This is an optimization exercise on Yosys and OpenROAD, whose aim is small area, a short achievable clock period and few clock cycles per item, not a production implementation. RTL that was checked went through simulation tests only; none was proved equivalent to the original.

==> flow/design.v (excerpt) <==
module pipelined_alu #(
   parameter int WIDTH   = 32,
   parameter int LATENCY = 2,
   parameter int TAG_W   = 8
) (
   input  logic             clk,
   input  logic             reset,
   input  logic             in_valid,
   output logic             in_ready,
   input  logic [WIDTH-1:0] op_a,
   input  logic [WIDTH-1:0] op_b,
   input  logic [3:0]       opcode,
   input  logic [TAG_W-1:0] in_tag,
   output logic             out_valid,
   input  logic             out_ready,
   output logic [WIDTH-1:0] result,
   output logic [TAG_W-1:0] out_tag,
   output logic             flag_z,
   output logic             flag_c,
   output logic             flag_v,
   output logic             err,
   output logic             busy
);
   logic adv;
   logic v1, v2;
   assign adv = !v2 | out_ready;
   assign in_ready = adv;
   assign out_valid = v2;
   assign busy = v1 | v2;
   wire [3:0] op = opcode;
   wire is_add  = op == 4'd0;
   wire is_sub  = op == 4'd1;
   wire is_and  = op == 4'd2;
   wire is_or   = op == 4'd3;
   wire is_xor  = op == 4'd4;
   wire is_shl  = op == 4'd5;
   wire is_shr  = op == 4'd6;
   wire is_sra  = op == 4'd7;
   wire is_slt  = op == 4'd8;
   wire is_sltu = op == 4'd9;
   wire is_mul  = op == 4'd10;
   wire is_ill  = op > 4'd10;
   wire sub_m   = is_sub | is_slt | is_sltu;
   wire use_ab0 = is_add | sub_m | is_and | is_or | is_xor;
   wire rsh     = is_shr | is_sra;
   wire is_sh   = is_shl | rsh;
   wire fill0 = is_sra & op_a[31];
   logic [31:0] ma0, bm0, ohot;
   always_comb begin
      for (int i = 0; i < 32; i++) begin
         ma0[i]  = rsh ? op_a[31-i] ^ fill0 : op_a[i];
         ohot[i] = op_b[4:0] == 5'(i);
      end
   end
   assign bm0 = ({32{is_mul}} & op_b) | ({32{is_sh}} & ohot) | ({32{use_ab0}} & (op_b ^ {32{sub_m}}));
   logic [31:0] ma;
   logic [7:0]  tag1;
   logic [3:0]  op1;
  ...
==> flow/config.mk <==
export PLATFORM = sky130hd
export DESIGN_NAME = pipelined_alu
export DESIGN_NICKNAME = pipelined_alu
export VERILOG_FILES = /design/flow/design.v
export SDC_FILE = /design/flow/constraint.sdc
export NUM_CORES = 4
export LEC_CHECK = 0
export CAP_MARGIN = 20
export CORE_MARGIN = 2
export CORE_UTILIZATION = 40
export SETUP_SLACK_MARGIN = 4.5
export SLEW_MARGIN = 20
export SYNTH_HIERARCHICAL = 1
==> flow/constraint.sdc <==
create_clock -name core_clock -period 10.0 [get_ports {clk}]
set_input_delay 2.0000 -clock core_clock [delete_from_list [all_inputs] [get_ports {clk}]]
set_output_delay 2.0000 -clock core_clock [all_outputs]
set_load 0.01 [all_outputs]
standard.sh (not shown) runs the stock make flow with config.mk's settings and CLKGATE_MAP_FILE= SYNTH_SCRIPT=/design/flow/synth_recipe.tcl, a recipe that flattens the netlist after the stock synthesis.
==> flow/flow/run.sh <==
#!/bin/bash
# The standard layout, with the ports buffered by buf_2 cells instead of the delay-type
# buffer that buffer_ports picks by default.
set -euo pipefail
bash standard.sh "BUFFER_PORTS_ARGS=-buffer_cell sky130_fd_sc_hd__buf_2" finish > standard_make.log 2>&1
The first run produced a clean layout.
Then changed:
==> flow/flow/run.sh (replaced) <==
#!/bin/bash
# The standard layout, with the ports buffered by buf_1 cells instead of the delay-type
# buffer that buffer_ports picks by default.
set -euo pipefail
bash standard.sh "BUFFER_PORTS_ARGS=-buffer_cell sky130_fd_sc_hd__buf_1" finish > standard_make.log 2>&1
The changed run completed without violations; maximum frequency went up by 1.1%; final area shrinks by 1.1%; area after synthesis does not change; count of clock-buffer cells in the layout is higher by 1; setup slack is better by 60 ps; non-clock buffer count came out lower by 5.
No functional check of the RTL was part of any run of this note.

========
Another version of the RTL of pipelined_alu (not shown whole).
Size in the first run: about 2400 cells after synthesis, ~180 flip-flops, about 0.022 mm2 of cells after synthesis.
// pipelined_alu
module pipelined_alu #(
   parameter int WIDTH   = 32,
   parameter int LATENCY = 2,
   parameter int TAG_W   = 8
) (
   input  logic             clk,
   input  logic             reset,
   input  logic             in_valid,
   output logic             in_ready,
   input  logic [WIDTH-1:0] op_a,
   input  logic [WIDTH-1:0] op_b,
   input  logic [3:0]       opcode,
   input  logic [TAG_W-1:0] in_tag,
   output logic             out_valid,
   input  logic             out_ready,
   output logic [WIDTH-1:0] result,
   output logic [TAG_W-1:0] out_tag,
   output logic             flag_z,
   output logic             flag_c,
   output logic             flag_v,
   output logic             err,
   output logic             busy
);
   logic adv;
   logic v1, v2;
   assign adv = !v2 | out_ready;
   assign in_ready = adv;
   assign out_valid = v2;
   assign busy = v1 | v2;
   wire [3:0] op = opcode;
   wire is_add  = op == 4'd0;
   wire is_sub  = op == 4'd1;
   wire is_and  = op == 4'd2;
   wire is_or   = op == 4'd3;
   wire is_xor  = op == 4'd4;
   wire is_shl  = op == 4'd5;
   wire is_shr  = op == 4'd6;
   wire is_sra  = op == 4'd7;
   wire is_slt  = op == 4'd8;
   wire is_sltu = op == 4'd9;
   wire is_mul  = op == 4'd10;
   wire is_ill  = op > 4'd10;
   wire sub_m   = is_sub | is_slt | is_sltu;
   wire use_ab0 = is_add | sub_m | is_and | is_or | is_xor;
   wire rsh     = is_shr | is_sra;
   wire is_sh   = is_shl | rsh;
   logic [31:0] ma0, bm0, ohot;
   always_comb begin
      for (int i = 0; i < 32; i++) begin
         ma0[i]  = rsh ? op_a[31-i] : op_a[i];
         ohot[i] = op_b[4:0] == 5'(i);
      end
   end
   assign bm0 = ({32{is_mul}} & op_b) | ({32{is_sh}} & ohot) | ({32{use_ab0}} & (op_b ^ {32{sub_m}}));
   logic [31:0] ma, bm;
   logic [4:0]  sh1;
   logic [7:0]  tag1;
   logic use_ab1, cin1, s_sum1, s_rev1, s_g1, s_p1, s_slt1, s_sltu1, s_fl1, fill1, e1;
   always_ff @(posedge clk) begin
      if (adv) begin
         ma <= ma0; bm <= bm0; sh1 <= op_b[4:0]; tag1 <= in_tag;
         use_ab1 <= use_ab0;
         cin1 <= sub_m;
         s_sum1 <= is_add | is_sub | is_mul | is_shl;
         s_rev1 <= rsh;
         s_g1 <= is_and | is_or;
         s_p1 <= is_or | is_xor;
         s_slt1 <= is_slt;
         s_sltu1 <= is_sltu;
  ...
Settings: LEC_CHECK=0, CAP_MARGIN=20, CORE_MARGIN=2, CORE_UTILIZATION=40, SETUP_SLACK_MARGIN=4.5, SLEW_MARGIN=20; clock period 10.0 ns.
==> flow/flow/run.sh <==
#!/bin/bash
# The standard layout, with the ports buffered by buf_2 cells instead of the delay-type
# buffer that buffer_ports picks by default.
set -euo pipefail
bash standard.sh "BUFFER_PORTS_ARGS=-buffer_cell sky130_fd_sc_hd__buf_2" finish > standard_make.log 2>&1
Testbench counts at the start, summed over its fixed seeds: cycles 16,016, items 16,000.
Rerun with:
==> flow/run.sh (new file) <==
#!/bin/bash
# synth_recipe.tcl (not shown) runs the flow's synth.tcl, then flattens the netlist and writes it again
# the make line also repeats each setting of config.mk as NAME=value (left out here)
make -C /OpenROAD-flow-scripts/flow DESIGN_CONFIG=/design/flow/config.mk WORK_HOME=/design/flow/orfs CLKGATE_MAP_FILE= SYNTH_SCRIPT=/design/flow/synth_recipe.tcl finish
Settings changed: SETUP_SLACK_MARGIN 4.5 to not set.
removed: flow/flow/run.sh
removed: flow/standard.sh
The changed run went through all stages and came out clean; hold slack hardly moves; via count falls by 1.1%; non-clock buffer count falls by 18; area after synthesis is unchanged; wire length falls by 0.97%; die area stays the same.
Rerun with:
Settings changed: SETUP_SLACK_MARGIN set to 5.
Outcome: Via count increases by about 4.6%. Die area does not change. Clock-buffer cell count is unchanged.
Rerun with:
Settings changed: SETUP_SLACK_MARGIN 5 to 4.5.
=> Fmax is higher by 0.91%; setup slack improved by 50 ps; non-clock buffer count is lower by 78; first-iteration DRC count is higher by 3.7%; via count is lower by 3.8%; synthesized cell count stays the same.

-- port drivers added, routing unchanged --
The flow's constraints put no driver on any port. The routed layouts listed below were extracted and timed again, unchanged, in two steps. Step 1 sets driving cells, clkbuf_16 on the clock port and buf_2 on the other inputs (assumed; they add their load-dependent delay and slew). Step 2, shift: input delay + t, output delay - t, t = (earliest + latest rising clock arrival at the registers) / 2. This alone moves slack from input paths to output paths. Three values: no drivers, after step 1, after step 2; two values: the first two.
| run | t, ns | setup WS [ns] | hold slack, ns |
|---|---|---|---|
| the first run of note 1 | 0.512 | 4.546 / 4.488 / 4.686 | 0.420 / 0.420 / 0.420 |
| the second run of note 1 | 0.512 | 4.605 / 4.548 / 4.681 | 0.420 / 0.420 / 0.420 |
| the first run of note 2 | 0.522 | 4.508 / 4.449 / 4.735 | 0.420 / 0.420 / 0.420 |
| the second run of note 2 | 0.505 | 3.820 / 3.765 / 4.128 | 0.421 / 0.421 / 0.421 |
| the third run of note 2 | 0.508 | 4.448 / 4.392 / 4.881 | 0.421 / 0.421 / 0.421 |
| the fourth run of note 2 | 0.516 | 4.498 / 4.440 / 4.681 | 0.422 / 0.422 / 0.422 |
After both steps every run listed still meets setup and hold.
